Background: an optimization exercise with open tools, aiming at small area, a short achievable clock period and few clock cycles. Do not read the settings as production practice.
Only simulation tests tie the RTL to the original design; equivalence was not proved.
Power is estimated from default activity; no workload was simulated.

===== design/flow/run.sh =====
#!/bin/bash
# synth_recipe.tcl (not shown) runs the flow's synth.tcl, then flattens the netlist and writes it again
# the make line also repeats each setting of config.mk as NAME=value (left out here)
make -C /OpenROAD-flow-scripts/flow DESIGN_CONFIG=/design/flow/config.mk WORK_HOME=/design/flow/orfs CLKGATE_MAP_FILE= SYNTH_SCRIPT=/design/flow/synth_recipe.tcl finish

===== design/flow/config.mk =====
export PLATFORM = sky130hd
export DESIGN_NAME = histogram_top
export DESIGN_NICKNAME = histogram_top
export VERILOG_FILES = /design/flow/design.v
export SDC_FILE = /design/flow/constraint.sdc
export NUM_CORES = 4
export LEC_CHECK = 0
export CAP_MARGIN = 30
export CORE_MARGIN = 2
export CORE_UTILIZATION = 60
export CTS_CLUSTER_DIAMETER = 100
export CTS_CLUSTER_SIZE = 25
export SETUP_SLACK_MARGIN = 3.0
export SLEW_MARGIN = 45
export TNS_END_PERCENT = 30

===== design/flow/constraint.sdc =====
create_clock -name core_clock -period 5.0 [get_ports {port_0_clock}]
set_input_delay 1.0000 -clock core_clock [delete_from_list [all_inputs] [get_ports {port_0_clock}]]
set_output_delay 1.0000 -clock core_clock [all_outputs]
set_load 0.01 [all_outputs]

===== design/flow/design.v =====
package hist_pkg;
  localparam int sample_width = 12;
  localparam int bin_count = 64;
  localparam int bin_width = 6;
  localparam int count_width = 16;
  localparam logic [count_width-1:0] count_max = {count_width{1'b1}};
  typedef enum logic {
    op_clear = 1'b0,
    op_read  = 1'b1
  } hist_op_e;
  typedef enum logic [2:0] {
    st_run     = 3'd0,
    st_drain   = 3'd1,
    st_clear   = 3'd2,
    st_read    = 3'd3,
    st_respond = 3'd4
  } ctrl_state_e;
endpackage
`timescale 1ns/1ps
module histogram_top (
  input  logic                             port_0_clock,
  input  logic                             rst,
  input  logic                             in_valid,
  output logic                             in_ready,
  input  logic [hist_pkg::sample_width-1:0] in_sample,
  input  logic                             cmd_valid,
  output logic                             cmd_ready,
  input  logic                             cmd_op,
  input  logic [hist_pkg::bin_width-1:0]   cmd_bin,
  output logic                             rsp_valid,
  output logic [hist_pkg::count_width-1:0] rsp_count
);
  localparam int BW = hist_pkg::bin_width;
  localparam int CW = hist_pkg::count_width;
  localparam int NB = hist_pkg::bin_count;
  function automatic logic [7:0] oct(input logic [2:0] v);
    oct = 8'b0000_0001 << v;
  endfunction
  logic [CW-1:0] mem [NB];
  logic          rdy_q;
  logic          rdy_out_q;
  logic          hold_op;
  logic [BW-1:0] hold_bin;
  logic          s0_v;
  logic          s0_smp;    
  logic          s0_clr;    
  logic [BW-1:0] s0_bin;
  logic [NB-1:0] s0_row;    
  logic          s1_smp;    
  logic          s1_wclr;   
  logic          s1_cmd;    
  logic [BW-1:0] s1_bin;
  logic [CW-1:0] s1_rd_a;   
  logic [CW-1:0] s1_rd_b;   
  logic          s1_fsel;   
  logic [CW-1:0] s1_fd;     
  logic [CW-1:0] s1_rdj;    
  logic [CW-1:0] s1_old;
  logic [CW-1:0] s1_new;
  logic          s2_wclr;
  logic [7:0]    s2_hi;     
  logic [7:0]    s2_lo;     
  logic [CW-1:0] s2_data;
  logic          acc_in;
  logic          acc_cmd;
  logic [BW-1:0] nxt_bin;
  logic [CW-1:0] rd_a;
  logic [CW-1:0] rd_b;
  logic          s0_isclr;
  logic          hit1;
  logic          hit2;
  assign in_ready  = rdy_out_q;
  assign cmd_ready = rdy_out_q;
  assign acc_in  = in_valid && rdy_q;
  assign acc_cmd = cmd_valid && rdy_q;
  always_ff @(posedge port_0_clock) begin
    if (rst) begin
      rdy_q <= 1'b1;
      rdy_out_q <= 1'b1;
      s0_v <= 1'b0;
    end else begin
      rdy_q <= !(acc_in && acc_cmd);
      rdy_out_q <= !(acc_in && acc_cmd);
      s0_v <= !rdy_q || acc_in || acc_cmd;
    end
  end
  always_comb begin
    if (!rdy_q) begin
      nxt_bin = hold_bin;
    end else if (acc_in) begin
      nxt_bin = in_sample[hist_pkg::sample_width-1 -: BW];
    end else begin
      nxt_bin = cmd_bin;
    end
  end
  always_ff @(posedge port_0_clock) begin
    if (acc_cmd) begin
      hold_op <= cmd_op;
      hold_bin <= cmd_bin;
    end
    if (!rdy_q) begin
      s0_smp <= 1'b0;
      s0_clr <= !hold_op;
    end else if (acc_in) begin
      s0_smp <= 1'b1;
      s0_clr <= 1'b0;
    end else begin
      s0_smp <= 1'b0;
      s0_clr <= !cmd_op;
    end
    s0_bin <= nxt_bin;
    s0_row <= NB'(1) << nxt_bin;
  end
  always_comb begin
    rd_a = '0;
    rd_b = '0;
    for (int r = 0; r < NB/2; r++) begin
      rd_a = rd_a | (mem[r] & {CW{s0_row[r]}});
      rd_b = rd_b | (mem[NB/2+r] & {CW{s0_row[NB/2+r]}});
    end
  end
  assign s0_isclr = !s0_smp && s0_clr;
  assign hit1 = s1_smp && (s1_bin == s0_bin);
  assign hit2 = |(s2_hi & oct(s0_bin[5:3])) && |(s2_lo & oct(s0_bin[2:0]));
  always_ff @(posedge port_0_clock) begin
    if (rst) begin
      s1_smp <= 1'b0;
      s1_wclr <= 1'b0;
      s1_cmd <= 1'b0;
    end else begin
      s1_smp <= s0_v && s0_smp;
      s1_wclr <= s0_v && s0_isclr;
      s1_cmd <= s0_v && !s0_smp;
    end
  end
  always_ff @(posedge port_0_clock) begin
    s1_bin <= s0_bin;
    s1_rd_a <= rd_a;
    s1_rd_b <= rd_b;
    s1_fsel <= s0_isclr || s1_wclr || hit1 || s2_wclr || hit2;
    if (s0_isclr || s1_wclr) begin
      s1_fd <= '0;
    end else if (hit1) begin
      s1_fd <= s1_new;
    end else if (s2_wclr) begin
      s1_fd <= '0;
    end else begin
      s1_fd <= s2_data;
    end
  end
  function automatic logic [CW-1:0] sat_inc(input logic [CW-1:0] v);
    sat_inc = (&v) ? v : v + 1'b1;
  endfunction
  assign s1_rdj = s1_rd_a | s1_rd_b;
  assign s1_old = s1_fsel ? s1_fd : s1_rdj;
  assign s1_new = s1_fsel ? sat_inc(s1_fd) : sat_inc(s1_rdj);
  always_ff @(posedge port_0_clock) begin
    if (rst) begin
      s2_wclr <= 1'b0;
      s2_hi <= '0;
      rsp_valid <= 1'b0;
    end else begin
      s2_wclr <= s1_wclr;
      s2_hi <= s1_smp ? oct(s1_bin[5:3]) : '0;
      rsp_valid <= s1_cmd;
    end
  end
  always_ff @(posedge port_0_clock) begin
    s2_lo <= oct(s1_bin[2:0]);
    s2_data <= s1_wclr ? '0 : s1_new;
    rsp_count <= s1_old;
  end
  for (genvar b = 0; b < NB; b++) begin : g_bin
    logic we;
    assign we = s2_wclr || (s2_hi[b/8] && s2_lo[b%8]);
    always_ff @(posedge port_0_clock) begin
      if (we) begin
        mem[b] <= s2_data;
      end
    end
  end
endmodule

==> qor.csv, run 1 <==
stage,metric,value,unit
status,status,timing/DRC/antenna clean,
route,post_drt_wl_per_cell,36.79,um
route,drt_wl_total,129200,um
global_route,grt_first_pass_wirelength,177500,um
clock_tree,cts_tree,done,
critical_path,path_max_fanout,3,
pwr,power_density,427.6,nW/um2
sta,finalClockSkew,32.14,ps
layout,post_route_cells_drive_above_1_share,0.1516,
synth,synth_ff_type,sky130_fd_sc_hd__edfxtp_1,
sta,slew-limit-headroom,0.4710,
pwr,power.total,20.02,mW
synth,syn_area,43160,um2
placed_design,port-buffer-count,35,
floorplanning,die_area,74100,um2
global_route,number_of_global_route_vias_before_repair,23870,
synth,synth_async_sr_flop_share,0,
floorplanning,initial_core_utilization,0.6048,
critical_path,cp.required,4000,ps
floorplanning,die-width,272.2,um
synth,postSynthCellCount,2537,
critical_path,cp.arrival,1130,ps
sta,finalCritPeriodShare,0.4252,
pwr,lkg_pwr,15.32,nW
sta,timing.final.max_slew_violations,0,
clock_tree,clk_root_buf,sky130_fd_sc_hd__clkbuf_16,
sta,worstMarginPinSlew,793.4,ps
sta,setup_repair_after_global_routing_missed_its_margin,true,
route,drc_marker_count_from_the_first_detailed_route_iteration,3545,
run,max_cap_viol_count,0,
placed_design,pre_cts_slack,1724,ps
layout,most-common-layout-cells,"1,031 x sky130_fd_sc_hd__edfxtp_1, 385 x sky130_fd_sc_hd__a22oi_1, 129 x sky130_fd_sc_hd__dfxtp_1, 74 x sky130_fd_sc_hd__nor2_1, 69 x sky130_fd_sc_hd__buf_4",
synth,post_synth_fa_ha_maj_area_fraction,0.0005797,
clock_tree,cts-root-to-sink-buffers,3,
layout,final-instance-count-excl-fill,3513,
global_route,antenna_violations_before_repair,5,
floorplanning,floorplan.rows,98,
global_route,global_route.overflow_total,0,
sta,setup-violations-final,0,
clock_tree,cts.reportedPaths.clkPinSlew,90,ps
synth,synth.avg_cell_area,17.01,um2
synth,muxShareOfSynthArea,0.007305,
critical_path,critical_path.cell_chain,buf_6,
synth,synth.net_count,2562,
synth,synth_top_family_by_area,compound AO/OA/AOI/OAI gates,
critical_path,critical-path-max-stage-delay,360,ps
clock_tree,clock_insertion_delay_worst_skew,670,ps
sta,post-route-worst-setup-slack,2874,ps
synth,synth-xor-area-share,0.002638,
placed_design,dp.final_hpwl,73020,um
synth,post_synthesis_compound_gate_area_fraction,0.1173,
route,avgViaCountPerCell,7.123,
critical_path,critPathSlowestCell,sky130_fd_sc_hd__dfxtp_4,
synth,yosysUniqueCellTypes,63,
critical_path,critPathKind,reg2out,
sta,holdWs,414.0,ps
critical_path,setup.worst_path.start_class,flip-flop,
route,dr_total_vias,25020,
clock_tree,numClockSinks,1213,
floorplanning,core,71360,um2
synth,synth_simple_gate_area_frac,0.05232,
floorplanning,die-height,272.2,um
placed_design,post-place-cells,3404,
route,route.detailed.drc,0,
clock_tree,h-tree-depth,2,
floorplanning,i_o_pins,42,
hold_path,hp-class,reg2reg,
critical_path,timing.critical_path.buf_inv,1,
synth,number_of_enable_flip_flop_cells_after_synthesis,1031,
route,ant_nets,0,
layout,final.fill_count,4992,
sta,period_needed,2126,ps
sta,fmax,470.4,MHz
layout,regArea,34710,um2
sta,totalNegativeSetupSlack,0,ps
synth,yosysSeqAreaShare,0.8017,
layout,flow.area_growth_from_synthesis,8.438,%
critical_path,critPathTopFamily,flip-flops,
route,pre_repair_dr_iteration_count,7,
layout,multi_input_area,8324,um2
critical_path,critPathCaptureType,primary output,
synth,synth_seq_cells,1213,
clock_tree,numCtsBuffers,54,
global_route,grt_use_total,0.3500,
layout,layout.nets,2551,
synth,synth_warnings,2,
layout,most_common_cell_after_layout_fill_and_taps_aside,sky130_fd_sc_hd__edfxtp_1,
pwr,vdd_drop_max,0.6519,mV
placed_design,finalWeightedCongestion,0.8257,
sta,hold_violations,0,
global_route,grt_start_max_net_pins,66,
==> timing repair <==
| action | CTS | global route |
|---|---|---|
| endpoints found under the setup margin | 188 | 161 |
| gates resized for setup | 133 | 78 |
| buffers inserted | 7 | 8 |
| pin swaps | 12 | 35 |
| hold buffers | 0 | 0 |
==> cells by family (layout without fill, tap and decap cells) <==
kind of cell | after synthesis | in the layout
compound gates | 671 | 671
mux | 26 | 26
simple gates | 411 | 411
buf+inv | 201 | 223
xor+xnor | 13 | 13
flops | 1213 | 1213
other cells | 0 | 4
fa+ha+maj | 2 | 2
==> path summary, 6_finish.rpt <==
path | startpoint | to | slack [ps] | depth (start not counted)
max | rdy_out_q$_SDFF_PP1_ | cmd_ready | 2870 | 1
min | s0_bin[3]$_DFF_P_ | s1_bin[3]$_DFF_P_ | 410 | 0
max reg2reg | s0_row[50]$_SDFF_PN0_ | s1_rd_b[15]$_DFF_P_ | 2920 | 5
min reg2reg | s0_bin[3]$_DFF_P_ | s1_bin[3]$_DFF_P_ | 410 | 0
==> Yosys cell counts, types with 3 or more instances <==
master	n	share of area
sky130_fd_sc_hd__a21o_1	65	0.011
sky130_fd_sc_hd__a21oi_1	36	0.0042
sky130_fd_sc_hd__a21oi_2	3	0.00061
sky130_fd_sc_hd__a221oi_1	64	0.013
sky130_fd_sc_hd__a22o_1	67	0.014
sky130_fd_sc_hd__a22oi_1	385	0.067
sky130_fd_sc_hd__and2_1	3	0.00043
sky130_fd_sc_hd__and3_1	3	0.00043
sky130_fd_sc_hd__buf_1	8	0.00070
sky130_fd_sc_hd__buf_2	21	0.0024
sky130_fd_sc_hd__clkbuf_1	158	0.014
sky130_fd_sc_hd__dfxtp_1	182	0.084
sky130_fd_sc_hd__edfxtp_1	1031	0.72
sky130_fd_sc_hd__inv_1	12	0.0010
sky130_fd_sc_hd__mux2_2	3	0.00078
sky130_fd_sc_hd__mux2i_1	18	0.0042
sky130_fd_sc_hd__mux4_2	4	0.0021
sky130_fd_sc_hd__nand2_1	33	0.0029
sky130_fd_sc_hd__nand2b_1	10	0.0014
sky130_fd_sc_hd__nand3_1	75	0.0087
sky130_fd_sc_hd__nand3b_1	4	0.00070
sky130_fd_sc_hd__nand4_1	67	0.0097
sky130_fd_sc_hd__nor2_1	75	0.0065
sky130_fd_sc_hd__nor2b_1	4	0.00058
sky130_fd_sc_hd__nor3_1	66	0.0077
sky130_fd_sc_hd__nor3b_1	5	0.00087
sky130_fd_sc_hd__nor4_1	6	0.00087
sky130_fd_sc_hd__nor4_4	3	0.0015
sky130_fd_sc_hd__o211ai_1	3	0.00052
sky130_fd_sc_hd__o21ai_0	22	0.0026
sky130_fd_sc_hd__o21ai_1	3	0.00035
sky130_fd_sc_hd__o22ai_1	4	0.00058
sky130_fd_sc_hd__o31ai_1	3	0.00052
sky130_fd_sc_hd__or2_2	13	0.0019
sky130_fd_sc_hd__or4_1	32	0.0056
sky130_fd_sc_hd__xnor2_1	7	0.0014
sky130_fd_sc_hd__xor2_1	6	0.0012
==> layer usage <==
metal,track usage,up-vias,wire length [um]
li1,-,10210,-
met4,0.09905,4,3719
met3,0.1248,226,18210
met1,0.4905,12930,49160
met2,0.5234,1656,58040
met5,0.008986,-,100
==> power by group <==
group          leakage [nW]  total [mW]  internal (mW)  switching (mW)
Clock                 0.727        5.04           2.07            2.97
Sequential             10.9        12.9           12.3           0.572
Combinational          3.71        2.09          0.527            1.56
==> stage by stage <==
stage	utilization	instance area, um2
final	0.6559	46810
after CTS	0.6492	46330
after floorplan	-	43230
after global placement	0.6242	44550
after global routing	0.6557	46800
after detailed placement	0.6257	44650
==> sequential cells by signal (all words and copies together) (netlist names) <==
signal,count
mem,1024
s0_row,64
rsp_count,16
s1_fd,16
s1_rd_a,16
s1_rd_b,16
s2_data,16
s2_hi,8
s2_lo,8
hold_bin,6
s0_bin,6
s1_bin,6
hold_op,1
rdy_out_q,1
rsp_valid,1
s0_clr,1
s0_smp,1
s0_v,1
s1_cmd,1
s1_fsel,1
s1_smp,1
s1_wclr,1
s2_wclr,1
==> cell type report <==
cell class	instances	share of cell area
clock inverters	2	0.0005346
clock buffers	87	0.03197
inverters	13	0.001123
flip-flops and latches	1213	0.7417
diodes	4	0.0002139
multi-input cells	1123	0.1778
well taps	950	0.02539
repair buffers	121	0.02125
Testbench counts, summed over its fixed seeds: cycles 23,385.
==> run 2: changes to the inputs <==
--- a/design/flow/config.mk
+++ b/design/flow/config.mk
@@ -7,3 +7,3 @@
 export LEC_CHECK = 0
-export CAP_MARGIN = 30
+export CAP_MARGIN = 40
 export CORE_MARGIN = 2
==> qor.csv, run 2 <==
stage,metric,value,unit
pwr,power.combinational.fraction,0.104,
global_route,grt_first_pass_wirelength,177500,um
synth,synth_warnings,2,
synth,synth_seq_cells,1213,
clock_tree,cts_tree,done,
global_route,grt_use_total,0.3500,
synth,synth_ff_type,sky130_fd_sc_hd__edfxtp_1,
sta,worstMarginPinSlew,793.4,ps
pwr,vdd_drop_max,0.6519,mV
synth,synth_async_sr_flop_share,0,
synth,synth.avg_cell_area,17.01,um2
pwr,power.total,20.02,mW
floorplanning,core,71360,um2
clock_tree,cts-root-to-sink-buffers,3,
placed_design,detailed_place.area,44650,um2
route,ant_nets,0,
layout,largest_reg_flops,1024,
synth,number_of_enable_flip_flop_cells_after_synthesis,1031,
status,status,timing/DRC/antenna clean,
critical_path,path_max_fanout,3,
layout,layout.nets,2551,
layout,most-common-layout-cells,"1,031 x sky130_fd_sc_hd__edfxtp_1, 385 x sky130_fd_sc_hd__a22oi_1, 129 x sky130_fd_sc_hd__dfxtp_1, 74 x sky130_fd_sc_hd__nor2_1, 69 x sky130_fd_sc_hd__buf_4",
floorplanning,die-width,272.2,um
synth,synth_top_area_share,0.7173,
placed_design,pre_cts_slack,1724,ps
pwr,net-switching-power,5.107,mW
synth,synth_common_cells,"1,031 x sky130_fd_sc_hd__edfxtp_1, 385 x sky130_fd_sc_hd__a22oi_1, 182 x sky130_fd_sc_hd__dfxtp_1, 158 x sky130_fd_sc_hd__clkbuf_1",
floorplanning,die_area,74100,um2
synth,netlist_top_cells_area,"sky130_fd_sc_hd__edfxtp_1 72%, sky130_fd_sc_hd__dfxtp_1 8.4%, sky130_fd_sc_hd__a22oi_1 6.7%",
pwr,power_density,427.6,nW/um2
route,drt_wl_total,129200,um
global_route,antenna_violations_before_repair,5,
floorplanning,initial_core_utilization,0.6048,
pwr,power_report.internal_total,14.91,mW
critical_path,critical_path.cell_chain,buf_6,
sta,finalCritPeriodShare,0.4252,
critical_path,critical-path-max-stage-delay,360,ps
hold_path,hp-class,reg2reg,
clock_tree,clk_root_buf,sky130_fd_sc_hd__clkbuf_16,
clock_tree,numClockSinks,1213,
layout,post_route_cells_drive_above_1_share,0.1516,
synth,synth.net_count,2562,
critical_path,critPathSlowestCell,sky130_fd_sc_hd__dfxtp_4,
route,dr_total_vias,25020,
placed_design,port-buffer-count,35,
pwr,sequentialPowerShare,0.644,
pwr,switching_share,0.2551,
critical_path,cp.arrival,1130,ps
route,route.detailed.drc,0,
layout,reg.largest.list,"mem: 1024 flops, s0_row: 64 flops",
layout,flow.area_growth_from_synthesis,8.438,%
floorplanning,die-height,272.2,um
sta,setup-violations-final,0,
critical_path,setup.worst_path.start_class,flip-flop,
sta,slew-limit-headroom,0.4710,
sta,fmax,470.4,MHz
clock_tree,h-tree-depth,2,
placed_design,finalWeightedCongestion,0.8257,
clock_tree,clock_insertion_delay_worst_skew,670,ps
placed_design,dp.final_hpwl,73020,um
synth,syn_area,43160,um2
floorplanning,floorplan.rows,98,
layout,most_common_cell_after_layout_fill_and_taps_aside,sky130_fd_sc_hd__edfxtp_1,
layout,largest-register,mem,
clock_tree,numCtsBuffers,54,
run,max_cap_viol_count,0,
critical_path,critPathCaptureType,primary output,
global_route,global_route.overflow_total,0,
synth,yosysSeqAreaShare,0.8017,
pwr,clock_power_share,0.252,
global_route,grt_start_max_net_pins,66,
route,avgViaCountPerCell,7.123,
global_route,number_of_global_route_vias_before_repair,23870,
sta,setup_repair_after_global_routing_missed_its_margin,true,
synth,yosysUniqueCellTypes,63,
sta,post-route-worst-setup-slack,2874,ps
synth,synth.most_common_cell,sky130_fd_sc_hd__edfxtp_1,
critical_path,critPathKind,reg2out,
sta,totalNegativeSetupSlack,0,ps
route,drc_marker_count_from_the_first_detailed_route_iteration,3545,
synth,postSynthCellCount,2537,
sta,finalClockSkew,32.14,ps
critical_path,cp.required,4000,ps
clock_tree,cts.reportedPaths.clkPinSlew,90,ps
synth,synth.largest_area_cell,sky130_fd_sc_hd__edfxtp_1,
route,post_drt_wl_per_cell,36.79,um
route,pre_repair_dr_iteration_count,7,
critical_path,critPathTopFamily,flip-flops,
sta,timing.final.max_slew_violations,0,
layout,design_area,46810,um2
floorplanning,i_o_pins,42,
critical_path,timing.critical_path.buf_inv,1,
sta,period_needed,2126,ps
sta,hold_violations,0,
pwr,lkg_pwr,15.32,nW
## run 2: cell counts after synthesis
No cell type changed its count.
## run 2: cells by family (layout without fill, tap and decap cells)
logic type / after synthesis / in the layout / share of synthesized area
adders and majority gates: 2 / 2 / 0.0005797
other: 0 / 4 / 0
xor gates and xnor gates: 13 / 13 / 0.002638
DFF: 1213 / 1213 / 0.8017
muxes: 26 / 26 / 0.007305
AOI/OAI and AO/OA: 671 / 671 / 0.1173
buffers and inverters: 201 / 223 / 0.01817
and+or+nand+nor: 411 / 411 / 0.05232
## run 2: power by group through the flow
stage          Combinational, mW  Clock, mW  Sequential, mW
5_1_grt                     2.23       5.40            12.9
3_5_place_dp                1.95          0            13.1
2_1_floorplan              0.676          0            13.2
3_3_place_gp                1.90          0            13.1
6_report                    2.09       5.04            12.9
4_1_cts                     1.96       5.07            12.9
## run 2: path summary, 6_finish.rpt
kind                    startpoint                   to  slack [ps]  cells past startpoint
max           rdy_out_q$_SDFF_PP1_            cmd_ready        2870                      1
min              s0_bin[3]$_DFF_P_    s1_bin[3]$_DFF_P_         410                      0
max reg2reg  s0_row[50]$_SDFF_PN0_  s1_rd_b[15]$_DFF_P_        2920                      5
min reg2reg      s0_bin[3]$_DFF_P_    s1_bin[3]$_DFF_P_         410                      0
## run 2: area by class of cell
type                       instances  area, um2
tap                              950       1189
multi-input combinational       1123       8324
inverter                          13      52.55
fill                            4992      24560
antenna                            4      10.01
sequential                      1213      34710
clock inverter                     2      25.02
timing repair buffer             121      994.7
clock buffer                      87       1496
## run 2: routing by layer
metal / up-vias / GRT usage / wire length, um
met3: 226 / 0.1248 / 18210
met5: - / 0.008986 / 100
met2: 1656 / 0.5234 / 58040
met4: 4 / 0.09905 / 3719
li1: 10210 / - / -
met1: 12930 / 0.4905 / 49160
## run 2: through the flow
step | std cells | hold slack, ps | utilization
after floorplan | 2537 | 374.6 | -
after CTS | 3500 | 413.7 | 0.6492
after global placement | 3404 | 398.7 | 0.6242
after global routing | 3509 | 426.8 | 0.6557
final | 3513 | 414.0 | 0.6559
after detailed placement | 3404 | 400.8 | 0.6257
## run 2: what timing repair did
action | in CTS | in global routing
endpoints found under the hold margin | 0 | 0
setup buffers | 7 | 8
endpoints found under the setup margin | 188 | 161
resized for setup | 133 | 78
pin swaps | 12 | 35
hold buffers | 0 | 0
==> run 3: changes to the inputs <==
--- a/design/flow/config.mk
+++ b/design/flow/config.mk
@@ -9,3 +9,3 @@
 export CORE_MARGIN = 2
-export CORE_UTILIZATION = 60
+export CORE_UTILIZATION = 65
 export CTS_CLUSTER_DIAMETER = 100
==> qor.csv, run 3 <==
stage,metric,value,unit
critical_path,worst_setup_path_startpoint,rdy_out_q$_SDFF_PP1_,
sta,timing.final.max_slew_violations,0,
floorplanning,die_area,68480,um2
synth,synth_top_area_share,0.7173,
sta,totalNegativeSetupSlack,0,ps
synth,synth.most_common_cell,sky130_fd_sc_hd__edfxtp_1,
hold_path,hold_start,s0_bin[2]$_DFF_P_,
synth,synth.avg_cell_area,17.01,um2
pwr,sequentialPowerShare,0.645,
floorplanning,i_o_pins,42,
pwr,power_density,428.3,nW/um2
sta,slew-limit-headroom,0.4604,
global_route,antenna_violations_before_repair,6,
critical_path,critPathSlowestCell,sky130_fd_sc_hd__dfxtp_4,
clock_tree,h-tree-depth,2,
clock_tree,clk_root_buf,sky130_fd_sc_hd__clkbuf_16,
floorplanning,initial_core_utilization,0.6565,
pwr,switching_share,0.2539,
global_route,number_of_global_route_vias_before_repair,23500,
critical_path,critPathKind,reg2out,
sta,fmax,467.5,MHz
layout,layout.nets,2561,
layout,regArea,34730,um2
synth,synth.net_count,2562,
pwr,power_report.internal_total,14.98,mW
synth,syn_area,43160,um2
layout,most-common-layout-cells,"1,031 x sky130_fd_sc_hd__edfxtp_1, 385 x sky130_fd_sc_hd__a22oi_1, 115 x sky130_fd_sc_hd__dfxtp_1, 81 x sky130_fd_sc_hd__buf_4, 74 x sky130_fd_sc_hd__nor2_1",
critical_path,timing.critical_path.buf_inv,1,
synth,yosysSeqAreaShare,0.8017,
synth,postSynthCellCount,2537,
synth,number_of_enable_flip_flop_cells_after_synthesis,1031,
pwr,power.combinational.fraction,0.103,
layout,flow.area_growth_from_synthesis,8.583,%
pwr,net-switching-power,5.096,mW
sta,worstMarginPinSlew,809.4,ps
placed_design,dp.final_hpwl,71340,um
synth,synth_warnings,2,
sta,holdWs,417.1,ps
route,dr_total_vias,25290,
sta,setup_repair_after_global_routing_missed_its_margin,true,
sta,period_needed,2139,ps
global_route,grt_start_max_net_pins,66,
clock_tree,clock_insertion_delay_worst_skew,670,ps
synth,synth.largest_area_cell,sky130_fd_sc_hd__edfxtp_1,
critical_path,critPathCaptureType,primary output,
sta,finalCritPeriodShare,0.4278,
sta,setup-violations-final,0,
pwr,vdd_drop_max,0.3226,mV
run,max_cap_viol_count,0,
global_route,grt_use_total,0.3742,
sta,finalClockSkew,24.71,ps
global_route,grt_first_pass_wirelength,174800,um
synth,synth_seq_cells,1213,
critical_path,critical_path.cell_chain,buf_6,
critical_path,critPathTopFamily,flip-flops,
critical_path,path_max_fanout,4,
layout,reg.largest.list,"mem: 1024 flops, s0_row: 64 flops",
synth,synth_async_sr_flop_share,0,
layout,largest-register,mem,
critical_path,setup.worst_path.start_class,flip-flop,
critical_path,critical-path-max-stage-delay,370,ps
floorplanning,die-height,261.7,um
route,ant_nets,0,
clock_tree,cts.reportedPaths.clkPinSlew,90,ps
placed_design,finalWeightedCongestion,0.8385,
layout,insertedDiodeCount,0,
floorplanning,floorplan.rows,94,
route,avgViaCountPerCell,7.340,
pwr,clock_power_share,0.253,
synth,netlist_top_cells_area,"sky130_fd_sc_hd__edfxtp_1 72%, sky130_fd_sc_hd__dfxtp_1 8.4%, sky130_fd_sc_hd__a22oi_1 6.7%",
pwr,lkg_pwr,15.36,nW
synth,synth_common_cells,"1,031 x sky130_fd_sc_hd__edfxtp_1, 385 x sky130_fd_sc_hd__a22oi_1, 182 x sky130_fd_sc_hd__dfxtp_1, 158 x sky130_fd_sc_hd__clkbuf_1",
critical_path,reg2reg_from,s2_wclr$_SDFF_PP0_,
layout,largest_reg_flops,1024,
route,drc_marker_count_from_the_first_detailed_route_iteration,4683,
status,status,timing/DRC/antenna clean,
layout,multi_input_area,8268,um2
layout,post_route_cells_drive_above_1_share,0.1577,
clock_tree,cts-root-to-sink-buffers,3,
clock_tree,numCtsBuffers,54,
hold_path,hp-class,reg2reg,
route,route.detailed.drc,0,
route,pre_repair_dr_iteration_count,5,
synth,yosysUniqueCellTypes,63,
floorplanning,core,65750,um2
floorplanning,die-width,261.7,um
route,post_drt_wl_per_cell,37.04,um
clock_tree,cts_tree,done,
synth,synth_ff_type,sky130_fd_sc_hd__edfxtp_1,
clock_tree,numClockSinks,1213,
placed_design,port-buffer-count,35,
critical_path,cp.arrival,1140,ps
route,drt_wl_total,127600,um
layout,most_common_cell_after_layout_fill_and_taps_aside,sky130_fd_sc_hd__edfxtp_1,
critical_path,cp.required,4000,ps
sta,hold_violations,0,
layout,final.fill_count,4132,
global_route,global_route.overflow_total,0,
clock_tree,holdBufCountCts,0,
## run 3: cell counts after synthesis
No cell type changed its count.
## run 3: final cells by class
class / instances / share of cell area
multi-input cells: 1123 / 0.1764
inverters: 13 / 0.001121
clock inverters: 2 / 0.0005339
clock buffers: 99 / 0.03289
well taps: 864 / 0.02307
repair buffers: 131 / 0.02499
flip-flops and latches: 1213 / 0.7410
## run 3: kinds of logic after synthesis
| logic type | synth area share |
|---|---|
| muxes | 0.007305 |
| xor gates and xnor gates | 0.002638 |
| buffers and inverters | 0.01817 |
| adders and majority gates | 0.0005797 |
| AOI/OAI and AO/OA | 0.1173 |
| DFF | 0.8017 |
| and+or+nand+nor | 0.05232 |
## run 3: repair_timing
action | CTS | global route
gates resized for setup | 116 | 112
pin swaps | 6 | 38
cloned | 0 | 1
setup endpoints to repair | 149 | 173
buffers inserted | 6 | 18
## run 3: path summary, 6_finish.rpt
kind	cells past startpoint	slack (ps)	to
worst max-delay path	1	2860	cmd_ready
worst min-delay path	0	420	s1_bin[2]$_DFF_P_
worst max register to register	3	2900	mem[38][2]$_DFFE_PP_
worst min register to register	0	420	s1_bin[2]$_DFF_P_
## run 3: metal layers
layer	vias to the layer above	GRT usage	routed length (um)
met5	-	0	26
met4	4	0.09706	4031
met3	236	0.1096	20800
met2	1971	0.5576	56900
met1	12840	0.5511	45840
li1	10240	-	-
## run 3: through the flow
stage | setup WS [ps] | instances | total power [mW] | cell area (um2) | utilization
after floorplan | 2870 | 2537 | 13.86 | 43230 | -
after global placement | 1787 | 3317 | 14.89 | 44430 | 0.6758
after detailed placement | 1760 | 3317 | 15.01 | 44540 | 0.6774
after CTS | 2827 | 3424 | 19.87 | 46190 | 0.7025
after global routing | 2843 | 3445 | 20.61 | 46870 | 0.7129
final | 2861 | 3445 | 20.07 | 46870 | 0.7129
## run 3: worst register-to-register path, cell delays in order, from the launching register on
cell and delay (ps):
sky130_fd_sc_hd__dfxtp_2 330, sky130_fd_sc_hd__buf_4 550, sky130_fd_sc_hd__a21o_1 510, sky130_fd_sc_hd__buf_4 380
## run 3: power by group through the flow
stage                     clock, mW  sequential (mW)  combinational [mW]
after floorplan                   0             13.2               0.676
final                          5.08             12.9                2.06
after global placement            0             13.1                1.82
after CTS                      5.10             12.9                1.88
after detailed placement          0             13.1                1.89
after global routing           5.44             13.0                2.18
==> run 4: changes to the inputs <==
--- a/design/flow/config.mk
+++ b/design/flow/config.mk
@@ -9,3 +9,3 @@
 export CORE_MARGIN = 2
-export CORE_UTILIZATION = 65
+export CORE_UTILIZATION = 60
 export CTS_CLUSTER_DIAMETER = 100
@@ -14,2 +14,2 @@
 export SLEW_MARGIN = 45
-export TNS_END_PERCENT = 30
+export TNS_END_PERCENT = 100
==> qor.csv, run 4 <==
stage,metric,value,unit
route,drt_wl_total,129800,um
floorplanning,floorplan.rows,98,
synth,synth.net_count,2562,
layout,largest_reg_flops,1024,
critical_path,reg2reg_from,s0_row[19]$_SDFF_PP0_,
placed_design,port-buffer-count,35,
clock_tree,cts.reportedPaths.clkPinSlew,100,ps
synth,synth_warnings,2,
route,pre_repair_dr_iteration_count,8,
sta,setup-violations-final,0,
clock_tree,numCtsBuffers,54,
sta,hold_violations,0,
floorplanning,i_o_pins,42,
critical_path,critPathCaptureType,primary output,
pwr,power.combinational.fraction,0.118,
clock_tree,clock_insertion_delay_worst_skew,670,ps
clock_tree,clk_root_buf,sky130_fd_sc_hd__clkbuf_16,
critical_path,cp.arrival,1130,ps
global_route,grt_use_total,0.3499,
pwr,vdd_drop_max,0.7348,mV
clock_tree,cts_tree,done,
route,dr_total_vias,25380,
global_route,grt.met2_usage,0.5336,
critical_path,cp.required,4000,ps
critical_path,critical_path.cell_chain,buf_6,
pwr,lkg_pwr,15.34,nW
placed_design,detailed_place.area,44640,um2
global_route,grt.met3_usage,0.07211,
layout,layout.nets,2547,
placed_design,dp.final_hpwl,73290,um
critical_path,reg2reg_to,s1_rd_a[2]$_DFF_P_,
placed_design,finalWeightedCongestion,0.8263,
route,avgViaCountPerCell,7.234,
route,route.detailed.drc,0,
synth,synth_seq_cells,1213,
route,ant_nets,0,
synth,syn_area,43160,um2
critical_path,critPathTopFamily,flip-flops,
sta,slew-limit-headroom,0.4654,
clock_tree,h-tree-depth,2,
pwr,clock_power_share,0.255,
critical_path,setup.worst_path.start_class,flip-flop,
global_route,grtUsageMet1,0.5236,
sta,period_needed,2132,ps
global_route,antenna_violations_before_repair,6,
synth,yosysSeqAreaShare,0.8017,
synth,synth_top_area_share,0.7173,
floorplanning,initial_core_utilization,0.6048,
synth,synth.largest_area_cell,sky130_fd_sc_hd__edfxtp_1,
synth,synth.avg_cell_area,17.01,um2
layout,most_common_cell_after_layout_fill_and_taps_aside,sky130_fd_sc_hd__edfxtp_1,
global_route,global_route.overflow_total,0,
hold_path,hp-class,reg2reg,
sta,fmax,469.0,MHz
floorplanning,die_area,74100,um2
pwr,power_density,428.7,nW/um2
pwr,sequentialPowerShare,0.627,
critical_path,critical-path-max-stage-delay,360,ps
layout,post_route_cells_drive_above_1_share,0.1635,
synth,muxShareOfSynthArea,0.007305,
synth,yosysUniqueCellTypes,63,
synth,post_synth_fa_ha_maj_area_fraction,0.0005797,
status,status,timing/DRC/antenna clean,
synth,synth_async_sr_flop_share,0,
synth,synth.most_common_cell,sky130_fd_sc_hd__edfxtp_1,
critical_path,r2r.worst_path.cells,5,
layout,reg.largest.list,"mem: 1024 flops, s0_row: 64 flops",
sta,worstMarginPinSlew,802.0,ps
floorplanning,core,71360,um2
layout,flow.area_growth_from_synthesis,8.815,%
layout,largest-register,mem,
critical_path,critical_path_depth,1,
pwr,switching_share,0.2556,
pwr,net-switching-power,5.147,mW
synth,synth_simple_gate_area_frac,0.05232,
route,post_drt_wl_per_cell,36.99,um
synth,number_of_enable_flip_flop_cells_after_synthesis,1031,
global_route,number_of_global_route_vias_before_repair,23610,
synth,synth_common_cells,"1,031 x sky130_fd_sc_hd__edfxtp_1, 385 x sky130_fd_sc_hd__a22oi_1, 182 x sky130_fd_sc_hd__dfxtp_1, 158 x sky130_fd_sc_hd__clkbuf_1",
layout,most-common-layout-cells,"1,031 x sky130_fd_sc_hd__edfxtp_1, 384 x sky130_fd_sc_hd__a22oi_1, 118 x sky130_fd_sc_hd__dfxtp_1, 73 x sky130_fd_sc_hd__nor2_1",
synth,postSynthCellCount,2537,
critical_path,timing.critical_path.buf_inv,1,
sta,timing.final.max_slew_violations,0,
synth,synth_ff_type,sky130_fd_sc_hd__edfxtp_1,
clock_tree,holdBufCountCts,0,
sta,finalClockSkew,26.99,ps
clock_tree,numClockSinks,1213,
synth,netlist_top_cells_area,"sky130_fd_sc_hd__edfxtp_1 72%, sky130_fd_sc_hd__dfxtp_1 8.4%, sky130_fd_sc_hd__a22oi_1 6.7%",
critical_path,worst_setup_path_endpoint,in_ready,
pwr,power_report.internal_total,14.99,mW
floorplanning,die-height,272.2,um
synth,synth-xor-area-share,0.002638,
sta,totalNegativeSetupSlack,0,ps
critical_path,critPathSlowestCell,sky130_fd_sc_hd__dfxtp_4,
critical_path,critPathKind,reg2out,
sta,setup_repair_after_global_routing_missed_its_margin,true,
critical_path,path_max_fanout,3,
synth,post_synthesis_compound_gate_area_fraction,0.1173,
clock_tree,cts-root-to-sink-buffers,3,
global_route,grt_first_pass_wirelength,179200,um
global_route,grt.busiest_layer,met2,
global_route,grt_start_max_net_pins,66,
floorplanning,die-width,272.2,um
critical_path,setup_slack_on_the_worst_flop_to_flop_path,2960,ps
synth,synth_top_family_by_area,compound AO/OA/AOI/OAI gates,
run,max_cap_viol_count,0,
layout,design_area,46970,um2
sta,finalCritPeriodShare,0.4265,
critical_path,worst_setup_path_startpoint,rdy_out_q$_SDFF_PP1_,
route,drc_marker_count_from_the_first_detailed_route_iteration,4539,
-- run 4: cell counts after synthesis --
Identical to the previous run, type by type.
-- run 4: layout make-up --
type | instances | area (um2)
Antenna cell | 1 | 2.502
Clock buffer | 90 | 1550
Clock inverter | 1 | 16.27
Fill cell | 4993 | 24390
Inverter | 13 | 50.05
Multi-Input combinational cell | 1123 | 8426
Sequential cell | 1213 | 34710
Tap cell | 950 | 1189
Timing Repair Buffer | 117 | 1022
-- run 4: kinds of logic (layout without fill, tap and decap cells) --
logic type | count (synthesis) | in the layout
DFF | 1213 | 1213
AOI/OAI and AO/OA | 671 | 671
and+or+nand+nor | 411 | 411
buffers and inverters | 201 | 221
muxes | 26 | 26
xor gates and xnor gates | 13 | 13
adders and majority gates | 2 | 2
other | 0 | 1
-- run 4: worst min-delay path by stage --
stage,cells after the start,endpoint,from,slack [ps]
2_1_floorplan,0,s1_bin[2]$_DFF_P_,s0_bin[2]$_DFF_P_,370
3_3_place_gp,0,s1_bin[2]$_DFF_P_,s0_bin[2]$_DFF_P_,400
3_5_place_dp,0,s1_bin[2]$_DFF_P_,s0_bin[2]$_DFF_P_,400
4_1_cts,0,s1_bin[2]$_DFF_P_,s0_bin[2]$_DFF_P_,420
5_1_grt,0,s1_bin[1]$_DFF_P_,s0_bin[1]$_DFF_P_,430
6_report,0,s1_bin[1]$_DFF_P_,s0_bin[1]$_DFF_P_,420
-- run 4: power by group through the flow --
stage | clock network [mW] | logic [mW] | registers (mW)
3_3_place_gp | 0 | 2.16 | 12.8
2_1_floorplan | 0 | 0.689 | 13.2
5_1_grt | 5.47 | 2.52 | 12.7
6_report | 5.13 | 2.38 | 12.6
4_1_cts | 5.13 | 2.27 | 12.6
3_5_place_dp | 0 | 2.25 | 12.8
-- run 4: metal layers --
metal  part of all wire  up-vias
li1                   -    10200
met1               0.39    13200
met4              0.030        2
met3               0.13      209
met2               0.45     1765
met5            0.00011        -
-- run 4: what timing repair did --
| item | 4_1_cts | 5_1_grt |
|---|---|---|
| pin swaps | 15 | 31 |
| setup endpoints to repair | 147 | 95 |
| resized for setup | 173 | 70 |
| buffers inserted | 5 | 10 |
-- run 4: through the flow --
stage / util / total power [mW] / std cells / hold WS [ps] / setup slack [ps]
after floorplan: - / 13.87 / 2537 / 374.6 / 2870
after global placement: 0.6240 / 14.98 / 3401 / 401.0 / 1769
after detailed placement: 0.6255 / 15.09 / 3401 / 398.7 / 1735
after CTS: 0.6522 / 20.00 / 3497 / 418.0 / 2846
after global routing: 0.6581 / 20.66 / 3507 / 430.2 / 2838
final: 0.6582 / 20.13 / 3508 / 423.2 / 2868
==> run 5: changes to the inputs <==
--- a/design/flow/config.mk
+++ b/design/flow/config.mk
@@ -14,2 +14,2 @@
 export SLEW_MARGIN = 45
-export TNS_END_PERCENT = 100
+export TNS_END_PERCENT = 60
==> qor.csv, run 5 <==
stage,metric,value,unit
clock_tree,h-tree-depth,2,
synth,yosysSeqAreaShare,0.8017,
critical_path,critPathCaptureType,primary output,
synth,number_of_enable_flip_flop_cells_after_synthesis,1031,
sta,period_needed,2104,ps
critical_path,cp.arrival,1100,ps
pwr,clock_power_share,0.251,
critical_path,critPathTopFamily,flip-flops,
pwr,power.combinational.fraction,0.108,
critical_path,r2r.worst_path.cells,5,
sta,setup_repair_after_global_routing_missed_its_margin,true,
critical_path,reg2reg_to,s1_rd_a[1]$_DFF_P_,
synth,synth_seq_cells,1213,
layout,reg.largest.list,"mem: 1024 flops, s0_row: 64 flops",
clock_tree,cts.reportedPaths.clkPinSlew,90,ps
synth,synth.most_common_cell,sky130_fd_sc_hd__edfxtp_1,
clock_tree,clock_insertion_delay_worst_skew,670,ps
critical_path,cp.required,4000,ps
pwr,vdd_drop_max,0.4505,mV
floorplanning,die_area,74100,um2
pwr,power_density,428.2,nW/um2
synth,synth_top_area_share,0.7173,
sta,slew-limit-headroom,0.4685,
clock_tree,numCtsBuffers,54,
run,max_cap_viol_count,0,
synth,synth_common_cells,"1,031 x sky130_fd_sc_hd__edfxtp_1, 385 x sky130_fd_sc_hd__a22oi_1, 182 x sky130_fd_sc_hd__dfxtp_1, 158 x sky130_fd_sc_hd__clkbuf_1",
route,drc_marker_count_from_the_first_detailed_route_iteration,3827,
global_route,grt_use_total,0.3498,
synth,netlist_top_cells_area,"sky130_fd_sc_hd__edfxtp_1 72%, sky130_fd_sc_hd__dfxtp_1 8.4%, sky130_fd_sc_hd__a22oi_1 6.7%",
floorplanning,i_o_pins,42,
layout,largest_reg_flops,1024,
critical_path,setup.worst_path.start_class,flip-flop,
critical_path,timing.critical_path.buf_inv,1,
synth,synth.largest_area_cell,sky130_fd_sc_hd__edfxtp_1,
layout,post_route_cells_drive_above_1_share,0.1551,
layout,final.fill_count,4997,
global_route,grt_start_max_net_pins,66,
hold_path,min_delay_path_depth,0,
hold_path,hp-class,reg2reg,
floorplanning,die-height,272.2,um
placed_design,port-buffer-count,35,
global_route,grt_first_pass_wirelength,178800,um
floorplanning,initial_core_utilization,0.6048,
layout,flow.area_growth_from_synthesis,8.493,%
critical_path,setup_slack_on_the_worst_flop_to_flop_path,2940,ps
critical_path,critPathKind,reg2out,
status,status,timing/DRC/antenna clean,
sta,fmax,475.3,MHz
sta,totalNegativeSetupSlack,0,ps
route,ant_nets,0,
layout,most-common-layout-cells,"1,031 x sky130_fd_sc_hd__edfxtp_1, 385 x sky130_fd_sc_hd__a22oi_1, 122 x sky130_fd_sc_hd__dfxtp_1, 82 x sky130_fd_sc_hd__buf_4, 74 x sky130_fd_sc_hd__nor2_1",
floorplanning,core,71360,um2
hold_path,hold_start,s0_bin[3]$_DFF_P_,
synth,yosysUniqueCellTypes,63,
critical_path,reg2reg_from,s0_row[25]$_SDFF_PP0_,
synth,syn_area,43160,um2
layout,insertedDiodeCount,0,
pwr,power_report.internal_total,14.93,mW
placed_design,dp.final_hpwl,73210,um
critical_path,critical-path-max-stage-delay,360,ps
route,route.detailed.drc,0,
placed_design,finalWeightedCongestion,0.8290,
critical_path,worst_setup_path_startpoint,rdy_out_q$_SDFF_PP1_,
synth,synth_warnings,2,
layout,layout.nets,2559,
global_route,antenna_violations_before_repair,10,
pwr,net-switching-power,5.126,mW
sta,timing.final.max_slew_violations,0,
layout,largest-register,mem,
pwr,sequentialPowerShare,0.641,
critical_path,path_max_fanout,3,
synth,synth.avg_cell_area,17.01,um2
clock_tree,numClockSinks,1213,
sta,setup-violations-final,0,
clock_tree,cts-root-to-sink-buffers,3,
sta,worstMarginPinSlew,797.3,ps
clock_tree,cts_tree,done,
synth,synth_ff_type,sky130_fd_sc_hd__edfxtp_1,
synth,synth.net_count,2562,
pwr,lkg_pwr,15.28,nW
layout,final-instance-count-excl-fill,3516,
critical_path,critical_path.cell_chain,buf_6,
critical_path,critPathSlowestCell,sky130_fd_sc_hd__dfxtp_4,
route,drt_wl_total,129700,um
route,avgViaCountPerCell,7.158,
sta,finalClockSkew,38.13,ps
hold_path,whs_endpoint,s1_bin[3]$_DFF_P_,
clock_tree,clk_root_buf,sky130_fd_sc_hd__clkbuf_16,
floorplanning,die-width,272.2,um
synth,postSynthCellCount,2537,
global_route,global_route.overflow_total,0,
pwr,switching_share,0.2556,
placed_design,post-place-cells,3410,
layout,most_common_cell_after_layout_fill_and_taps_aside,sky130_fd_sc_hd__edfxtp_1,
route,dr_total_vias,25170,
synth,synth_async_sr_flop_share,0,
sta,finalCritPeriodShare,0.4208,
route,post_drt_wl_per_cell,36.88,um
global_route,number_of_global_route_vias_before_repair,24030,
sta,hold_violations,0,
floorplanning,floorplan.rows,98,
route,pre_repair_dr_iteration_count,5,
-- run 5: cell counts after synthesis --
No cell type changed its count.
-- run 5: final cells by class --
cell class,count,area (um2),share of cell area
repair buffers,129,1060,0.02263
multi-input cells,1123,8295,0.1771
clock inverters,2,25.02,0.0005344
flip-flops and latches,1213,34720,0.7413
well taps,950,1189,0.02538
clock buffers,86,1493,0.03187
inverters,13,52.55,0.001122
-- run 5: worst register-to-register path, stage by stage (launching register included) --
cell and delay, ps:
sky130_fd_sc_hd__dfxtp_1 330, sky130_fd_sc_hd__buf_6 180, sky130_fd_sc_hd__a22o_1 250, sky130_fd_sc_hd__a221oi_2 210, sky130_fd_sc_hd__nand3_2 240, sky130_fd_sc_hd__or4_4 680
-- run 5: metal layers --
layer,up-vias,share of wire,GRT usage,wire [um]
li1,10200,-,-,-
met1,13060,0.38,0.5140,49890
met2,1662,0.45,0.5246,58230
met3,229,0.14,0.09565,17920
met4,10,0.028,0.09066,3586
met5,-,0.00047,0,61
-- run 5: how the worst max path moves through the flow --
| stage | to | slack (ps) | cells past startpoint |
|---|---|---|---|
| floorplan | s0_row[35]$_SDFF_PN0_ | 2870 | 7 |
| global route | rsp_count[13] | 2850 | 1 |
| finish | cmd_ready | 2900 | 1 |
| CTS | in_ready | 2840 | 1 |
| detailed placement | s0_row[20]$_SDFF_PP0_ | 1700 | 6 |
| global placement | s0_row[50]$_SDFF_PN0_ | 1750 | 6 |
-- run 5: kinds of logic after synthesis --
kind of cell             Yosys count  share of synthesized area
buffers and inverters            201                    0.01817
AO/OA/AOI/OAI                    671                     0.1173
XOR/XNOR                          13                   0.002638
multiplexers                      26                   0.007305
adder cells (fa/ha/maj)            2                  0.0005797
AND/OR/NAND/NOR                  411                    0.05232
flip-flops                      1213                     0.8017
-- run 5: stage by stage --
| stage | util | setup slack (ps) | hold slack (ps) | power, mW | area (um2) |
|---|---|---|---|---|---|
| after global routing | 0.6562 | 2848 | 430.5 | 20.58 | 46830 |
| after floorplan | - | 2870 | 374.6 | 13.87 | 43290 |
| final | 0.6562 | 2896 | 422.7 | 20.05 | 46830 |
| after CTS | 0.6511 | 2844 | 417.9 | 19.91 | 46470 |
| after global placement | 0.6249 | 1748 | 399.3 | 14.94 | 44590 |
| after detailed placement | 0.6262 | 1701 | 401.9 | 15.05 | 44690 |
-- run 5: repair_timing --
item                                    in CTS  in global routing
hold endpoints to repair                     0                  0
pin swaps                                   18                 11
gates resized for setup                    158                 59
hold buffers                                 0                  0
buffers inserted                             7                 10
endpoints found under the setup margin     644                102
-- run 5: power groups by stage --
| stage | Clock [mW] | Combinational, mW | Sequential, mW |
|---|---|---|---|
| after global placement | 0 | 1.93 | 13.0 |
| after global routing | 5.40 | 2.28 | 12.9 |
| after detailed placement | 0 | 2.01 | 13.0 |
| final | 5.04 | 2.17 | 12.8 |
| after CTS | 5.06 | 2.03 | 12.8 |
| after floorplan | 0 | 0.686 | 13.2 |
==> run 6: changes to the inputs <==
--- a/design/flow/config.mk
+++ b/design/flow/config.mk
@@ -11,3 +11,3 @@
 export CTS_CLUSTER_DIAMETER = 100
-export CTS_CLUSTER_SIZE = 25
+export CTS_CLUSTER_SIZE = 20
 export SETUP_SLACK_MARGIN = 3.0
==> qor.csv, run 6 <==
stage,metric,value,unit
synth,synth.net_count,2562,
critical_path,setup.worst_path.start_class,flip-flop,
layout,most-common-layout-cells,"1,031 x sky130_fd_sc_hd__edfxtp_1, 385 x sky130_fd_sc_hd__a22oi_1, 121 x sky130_fd_sc_hd__dfxtp_1, 82 x sky130_fd_sc_hd__buf_4, 74 x sky130_fd_sc_hd__nor2_1",
route,ant_nets,0,
status,status,timing/DRC/antenna clean,
route,avgViaCountPerCell,7.133,
critical_path,r2r.worst_path.cells,4,
pwr,power_density,439.7,nW/um2
layout,design_area,47370,um2
synth,synth_async_sr_flop_share,0,
synth,syn_area,43160,um2
clock_tree,h-tree-depth,3,
critical_path,reg2reg_to,s1_rd_b[7]$_DFF_P_,
layout,largest-register,mem,
synth,synth.most_common_cell,sky130_fd_sc_hd__edfxtp_1,
global_route,antenna_violations_before_repair,5,
synth,synth_warnings,2,
clock_tree,clk_root_buf,sky130_fd_sc_hd__clkbuf_16,
placed_design,detailed_place.area,44690,um2
pwr,sequentialPowerShare,0.617,
critical_path,critPathKind,reg2out,
floorplanning,floorplan.rows,98,
sta,setup-violations-final,0,
floorplanning,die_area,74100,um2
global_route,number_of_global_route_vias_before_repair,24170,
synth,yosysSeqAreaShare,0.8017,
layout,largest_reg_flops,1024,
route,post_drt_wl_per_cell,36.66,um
route,dr_total_vias,25310,
floorplanning,core,71360,um2
route,drc_marker_count_from_the_first_detailed_route_iteration,3925,
synth,synth_seq_cells,1213,
sta,setup_repair_after_global_routing_missed_its_margin,true,
layout,most_common_cell_after_layout_fill_and_taps_aside,sky130_fd_sc_hd__edfxtp_1,
global_route,grt_first_pass_wirelength,178800,um
sta,finalClockSkew,16.38,ps
synth,postSynthCellCount,2537,
global_route,global_route.overflow_total,0,
placed_design,finalWeightedCongestion,0.8290,
global_route,grt_start_max_net_pins,66,
layout,layout.nets,2579,
pwr,switching_share,0.2529,
critical_path,critPathCaptureType,primary output,
route,drt_wl_total,130100,um
floorplanning,initial_core_utilization,0.6048,
clock_tree,clock_insertion_delay_worst_skew,630,ps
critical_path,timing.critical_path.buf_inv,1,
clock_tree,numClockSinks,1213,
critical_path,worst_setup_path_endpoint,cmd_ready,
critical_path,critical_path.cell_chain,buf_6,
critical_path,path_max_fanout,3,
placed_design,pre_cts_slack,1701,ps
sta,finalCritPeriodShare,0.4206,
global_route,grt_use_total,0.3524,
synth,yosysUniqueCellTypes,63,
critical_path,critPathTopFamily,flip-flops,
sta,worstMarginPinSlew,820.7,ps
pwr,power_report.internal_total,15.56,mW
sta,period_needed,2103,ps
critical_path,cp.required,4000,ps
hold_path,hp-class,reg2reg,
clock_tree,numCtsBuffers,70,
critical_path,critical-path-max-stage-delay,360,ps
placed_design,port-buffer-count,35,
synth,synth_top_area_share,0.7173,
critical_path,critical_path_depth,1,
placed_design,dp.final_hpwl,73210,um
floorplanning,i_o_pins,42,
pwr,power.combinational.fraction,0.103,
run,max_cap_viol_count,0,
clock_tree,cts-root-to-sink-buffers,3,
sta,hold_violations,0,
critical_path,cp.arrival,1100,ps
clock_tree,holdBufCountCts,0,
synth,synth.avg_cell_area,17.01,um2
sta,slew-limit-headroom,0.4529,
synth,netlist_top_cells_area,"sky130_fd_sc_hd__edfxtp_1 72%, sky130_fd_sc_hd__dfxtp_1 8.4%, sky130_fd_sc_hd__a22oi_1 6.7%",
synth,synth_ff_type,sky130_fd_sc_hd__edfxtp_1,
pwr,lkg_pwr,15.55,nW
critical_path,critPathSlowestCell,sky130_fd_sc_hd__dfxtp_4,
floorplanning,die-width,272.2,um
sta,post-route-worst-setup-slack,2897,ps
layout,reg.largest.list,"mem: 1024 flops, s0_row: 64 flops",
critical_path,worst_setup_path_startpoint,rdy_out_q$_SDFF_PP1_,
synth,number_of_enable_flip_flop_cells_after_synthesis,1031,
clock_tree,cts_tree,done,
critical_path,setup_slack_on_the_worst_flop_to_flop_path,2970,ps
layout,postLayoutCoreUtil,0.6638,
pwr,vdd_drop_max,0.4949,mV
floorplanning,die-height,272.2,um
layout,post_route_cells_drive_above_1_share,0.1619,
layout,flow.area_growth_from_synthesis,9.743,%
route,route.detailed.drc,0,
route,pre_repair_dr_iteration_count,5,
sta,totalNegativeSetupSlack,0,ps
synth,synth.largest_area_cell,sky130_fd_sc_hd__edfxtp_1,
critical_path,reg2reg_from,s0_row[35]$_SDFF_PN0_,
pwr,clock_power_share,0.280,
synth,synth_common_cells,"1,031 x sky130_fd_sc_hd__edfxtp_1, 385 x sky130_fd_sc_hd__a22oi_1, 182 x sky130_fd_sc_hd__dfxtp_1, 158 x sky130_fd_sc_hd__clkbuf_1",
sta,fmax,475.5,MHz
clock_tree,cts.reportedPaths.clkPinSlew,70,ps
sta,timing.final.max_slew_violations,0,
pwr,net-switching-power,5.267,mW
## run 6: logic make-up (layout without fill, tap and decap cells)
group                      Yosys count  count (layout)  synth area share
buffers and inverters              201             258           0.01817
and+or+nand+nor                    411             411           0.05232
muxes                               26              26          0.007305
xor gates and xnor gates            13              13          0.002638
AOI/OAI and AO/OA                  671             671            0.1173
adders and majority gates            2               2         0.0005797
other                                0               4                 0
DFF                               1213            1213            0.8017
## run 6: worst min-delay path by stage
stage	startpoint	end	slack [ps]	depth (start not counted)
after floorplan	s0_bin[2]$_DFF_P_	s1_bin[2]$_DFF_P_	370	0
after global placement	s0_bin[2]$_DFF_P_	s1_bin[2]$_DFF_P_	400	0
after detailed placement	s0_bin[2]$_DFF_P_	s1_bin[2]$_DFF_P_	400	0
after CTS	s0_bin[2]$_DFF_P_	s1_bin[2]$_DFF_P_	420	0
after global routing	s0_bin[2]$_DFF_P_	s1_bin[2]$_DFF_P_	430	0
final	s0_bin[2]$_DFF_P_	s1_bin[2]$_DFF_P_	410	0
## run 6: layer usage
layer | vias to the layer above | share of wire | wire length [um] | global-route usage
li1 | 10270 | - | - | -
met1 | 12980 | 0.37 | 48180 | 0.4976
met2 | 1810 | 0.44 | 57570 | 0.5175
met3 | 246 | 0.15 | 19970 | 0.1253
met4 | 0 | 0.033 | 4354 | 0.1147
met5 | - | 0 | 0 | 0
## run 6: layout make-up
class / count / area [um2]
Multi-Input combinational cell: 1123 / 8312
Clock buffer: 111 / 1969
Fill cell: 4951 / 23990
Timing Repair Buffer: 133 / 1106
Inverter: 13 / 52.55
Sequential cell: 1213 / 34720
Tap cell: 950 / 1189
Clock inverter: 1 / 8.758
Antenna cell: 4 / 10.01
## run 6: what timing repair did
| action | 4_1_cts | 5_1_grt |
|---|---|---|
| resized for setup | 155 | 75 |
| pin swaps | 19 | 22 |
| endpoints found under the setup margin | 645 | 118 |
| buffers inserted | 7 | 15 |
## run 6: stage by stage
step / hold slack, ps / total power [mW] / cells
after global routing: 428.0 / 21.36 / 3544
after floorplan: 374.6 / 13.87 / 2537
after CTS: 415.4 / 20.68 / 3529
after detailed placement: 401.9 / 15.05 / 3410
final: 412.9 / 20.83 / 3548
after global placement: 399.3 / 14.94 / 3410
## run 6: power by group through the flow
stage	Sequential (mW)	Clock [mW]	Combinational (mW)
floorplan	13.2	0	0.686
global placement	13.0	0	1.93
detailed placement	13.0	0	2.01
CTS	12.8	5.84	2.03
global route	12.9	6.20	2.27
finish	12.8	5.83	2.15
==> run 7: changes to the inputs <==
--- a/design/flow/config.mk
+++ b/design/flow/config.mk
@@ -11,4 +11,4 @@
 export CTS_CLUSTER_DIAMETER = 100
-export CTS_CLUSTER_SIZE = 20
-export SETUP_SLACK_MARGIN = 3.0
+export CTS_CLUSTER_SIZE = 25
+export SETUP_SLACK_MARGIN = 3.1
 export SLEW_MARGIN = 45
==> qor.csv, run 7 <==
stage,metric,value,unit
floorplanning,floorplan.rows,98,
synth,yosysSeqAreaShare,0.8017,
pwr,clock_power_share,0.250,
clock_tree,numClockSinks,1213,
sta,timing.final.max_slew_violations,0,
synth,muxShareOfSynthArea,0.007305,
synth,synth.largest_area_cell,sky130_fd_sc_hd__edfxtp_1,
clock_tree,cts-root-to-sink-buffers,3,
synth,synth.most_common_cell,sky130_fd_sc_hd__edfxtp_1,
layout,flow.area_growth_from_synthesis,10.94,%
critical_path,cp.arrival,1130,ps
global_route,grt_start_max_net_pins,66,
route,drc_marker_count_from_the_first_detailed_route_iteration,4197,
critical_path,r2r.worst_path.cells,6,
critical_path,setup.worst_path.start_class,flip-flop,
synth,post_synth_fa_ha_maj_area_fraction,0.0005797,
route,post_drt_wl_per_cell,37.01,um
sta,period_needed,2135,ps
clock_tree,clk_root_buf,sky130_fd_sc_hd__clkbuf_16,
global_route,number_of_global_route_vias_before_repair,23840,
placed_design,detailed_place.area,44670,um2
synth,synth_top_family_by_area,compound AO/OA/AOI/OAI gates,
sta,totalNegativeSetupSlack,0,ps
layout,largest_reg_flops,1024,
hold_path,hold_start,s0_bin[5]$_DFF_P_,
layout,layout.nets,2609,
synth,synth.net_count,2562,
layout,reg.largest.list,"mem: 1024 flops, s0_row: 64 flops",
critical_path,critPathKind,reg2out,
clock_tree,h-tree-depth,2,
placed_design,dp.final_hpwl,73430,um
critical_path,reg2reg_from,s0_row[27]$_SDFF_PP0_,
critical_path,critPathCaptureType,primary output,
critical_path,critPathSlowestCell,sky130_fd_sc_hd__dfxtp_4,
synth,syn_area,43160,um2
synth,postSynthCellCount,2537,
floorplanning,core,71360,um2
floorplanning,die-width,272.2,um
hold_path,min_delay_path_depth,0,
synth,synth_warnings,2,
sta,worstMarginPinSlew,800.6,ps
sta,setup_repair_after_global_routing_missed_its_margin,true,
clock_tree,cts.reportedPaths.clkPinSlew,90,ps
floorplanning,die_area,74100,um2
pwr,power_report.internal_total,15.03,mW
sta,fmax,468.4,MHz
placed_design,port-buffer-count,35,
global_route,antenna_violations_before_repair,7,
clock_tree,clock_insertion_delay_worst_skew,670,ps
status,status,timing/DRC/antenna clean,
clock_tree,holdBufCountCts,0,
synth,netlist_top_cells_area,"sky130_fd_sc_hd__edfxtp_1 72%, sky130_fd_sc_hd__dfxtp_1 8.4%, sky130_fd_sc_hd__a22oi_1 6.7%",
pwr,power_density,422.5,nW/um2
layout,largest-register,mem,
critical_path,cp.required,4000,ps
critical_path,reg2reg_to,s1_rd_a[3]$_DFF_P_,
synth,number_of_enable_flip_flop_cells_after_synthesis,1031,
critical_path,timing.critical_path.buf_inv,1,
synth,synth_common_cells,"1,031 x sky130_fd_sc_hd__edfxtp_1, 385 x sky130_fd_sc_hd__a22oi_1, 182 x sky130_fd_sc_hd__dfxtp_1, 158 x sky130_fd_sc_hd__clkbuf_1",
layout,post_route_cells_drive_above_1_share,0.2009,
layout,design_area,47890,um2
critical_path,critical_path.cell_chain,buf_6,
synth,synth_seq_cells,1213,
synth,synth.avg_cell_area,17.01,um2
global_route,grt_first_pass_wirelength,180300,um
placed_design,finalWeightedCongestion,0.8522,
synth,synth_simple_gate_area_frac,0.05232,
critical_path,critical_path_depth,1,
route,avgViaCountPerCell,7.141,
synth,synth_top_area_share,0.7173,
global_route,global_route.overflow_total,0,
synth,synth_async_sr_flop_share,0,
sta,setup-violations-final,0,
clock_tree,cts_tree,done,
pwr,net-switching-power,5.206,mW
hold_path,whs_endpoint,s1_bin[5]$_DFF_P_,
layout,most-common-layout-cells,"1,031 x sky130_fd_sc_hd__edfxtp_1, 383 x sky130_fd_sc_hd__a22oi_1, 116 x sky130_fd_sc_hd__dfxtp_1, 106 x sky130_fd_sc_hd__buf_4, 72 x sky130_fd_sc_hd__nor2_1",
hold_path,hp-class,reg2reg,
critical_path,path_max_fanout,3,
route,route.detailed.drc,0,
critical_path,critPathTopFamily,flip-flops,
layout,most_common_cell_after_layout_fill_and_taps_aside,sky130_fd_sc_hd__edfxtp_1,
route,pre_repair_dr_iteration_count,6,
route,dr_total_vias,25490,
pwr,power.combinational.fraction,0.120,
sta,finalCritPeriodShare,0.4270,
pwr,lkg_pwr,15.81,nW
floorplanning,die-height,272.2,um
route,ant_nets,0,
synth,synth_ff_type,sky130_fd_sc_hd__edfxtp_1,
pwr,power.total,20.23,mW
pwr,sequentialPowerShare,0.629,
synth,yosysUniqueCellTypes,63,
global_route,grt_use_total,0.3528,
pwr,switching_share,0.2573,
route,drt_wl_total,132100,um
synth,synth-xor-area-share,0.002638,
critical_path,setup_slack_on_the_worst_flop_to_flop_path,2950,ps
run,max_cap_viol_count,0,
floorplanning,initial_core_utilization,0.6048,
sta,hold_violations,0,
sta,finalClockSkew,37.90,ps
floorplanning,i_o_pins,42,
critical_path,critical-path-max-stage-delay,370,ps
synth,post_synthesis_compound_gate_area_fraction,0.1173,
sta,slew-limit-headroom,0.4662,
clock_tree,numCtsBuffers,54,
pwr,vdd_drop_max,0.5338,mV
[run 7: cell families (layout without fill, tap and decap cells)]
logic type	Yosys count	after routing
AO/OA/AOI/OAI	671	671
XOR/XNOR	13	13
adder cells (fa/ha/maj)	2	2
buffers and inverters	201	281
flip-flops	1213	1213
multiplexers	26	26
other	0	2
AND/OR/NAND/NOR	411	412
[run 7: metrics by stage]
step	std cells	utilization	setup WS, ps	hold slack, ps
floorplan	2537	-	2870	374.6
global placement	3407	0.6246	1780	400.2
detailed placement	3407	0.6260	1716	401.8
CTS	3521	0.6548	2838	420.5
global route	3568	0.6709	2842	435.4
finish	3570	0.6710	2865	422.2
[run 7: how the worst max path moves through the flow]
stage | startpoint | to | slack, ps
3_5_place_dp | in_valid | s0_row[19]$_SDFF_PP0_ | 1720
6_report | rdy_out_q$_SDFF_PP1_ | in_ready | 2870
3_3_place_gp | in_valid | s0_row[18]$_SDFF_PP0_ | 1780
5_1_grt | rdy_out_q$_SDFF_PP1_ | in_ready | 2840
2_1_floorplan | in_valid | s0_row[35]$_SDFF_PN0_ | 2870
4_1_cts | rdy_out_q$_SDFF_PP1_ | in_ready | 2840
[run 7: layout make-up]
cell class / count / area, um2
clock buffer: 88 / 1500
sequential: 1213 / 34740
timing repair buffer: 178 / 1614
tap: 950 / 1189
multi-input combinational: 1124 / 8760
fill: 4819 / 23480
clock inverter: 2 / 25.02
inverter: 13 / 52.55
antenna: 2 / 5.005
[run 7: power groups by stage]
stage / combinational (mW) / sequential (mW) / clock (mW)
6_report: 2.43 / 12.7 / 5.06
3_3_place_gp: 2.05 / 12.9 / 0
5_1_grt: 2.55 / 12.8 / 5.40
4_1_cts: 2.19 / 12.7 / 5.07
2_1_floorplan: 0.687 / 13.2 / 0
3_5_place_dp: 2.15 / 12.9 / 0
[run 7: repair_timing]
item	in CTS	in global routing
pin swaps	26	71
endpoints found under the setup margin	156	268
gates resized for setup	188	163
buffers inserted	24	45
gates cloned	0	1
[run 7: layer usage]
metal | vias to the layer above | global-route usage | wire, um
li1 | 10330 | - | -
met3 | 267 | 0.07996 | 17600
met4 | 6 | 0.09644 | 4487
met1 | 13140 | 0.5224 | 50140
met5 | - | 0 | 75
met2 | 1750 | 0.5355 | 59820

==> separate check: timing with driven ports <==
No port has a modelled driver above. Below, the same layouts with a new extraction and two added sets of constraints.
Step 1 sets driving cells, clkbuf_16 on the clock port and buf_2 on the other inputs (assumed; they add their load-dependent delay and slew).
Step 2 moves the port delays by t, midway between the first and last clock arrival at a register: inputs arrive t later, outputs are due t later. That takes back most of the time a late clock gives input paths.
Three values: ideal ports, drivers, drivers and shift; two values: the first two.
run | shift t [ns] | slack for setup (ns) | slew at the worst register clock pin (ns) | cell pins on the clock port's net
run 1 | 0.722 | 2.874 / 2.805 / 2.313 | 0.10 / 0.10 | 1
run 2 | 0.722 | 2.874 / 2.805 / 2.313 | 0.10 / 0.10 | 1
run 3 | 0.726 | 2.861 / 2.790 / 2.291 | 0.10 / 0.10 | 1
run 4 | 0.722 | 2.868 / 2.802 / 2.357 | 0.10 / 0.10 | 1
run 5 | 0.718 | 2.896 / 2.825 / 2.348 | 0.10 / 0.10 | 1
run 6 | 0.695 | 2.897 / 2.827 / 2.365 | 0.09 / 0.09 | 1
run 7 | 0.716 | 2.865 / 2.798 / 2.452 | 0.11 / 0.11 | 1
After both steps setup and hold are still met in every run listed. For run 3, which loses most, drivers alone change the setup slack by -0.071 ns; drivers and shift together by -0.570 ns.
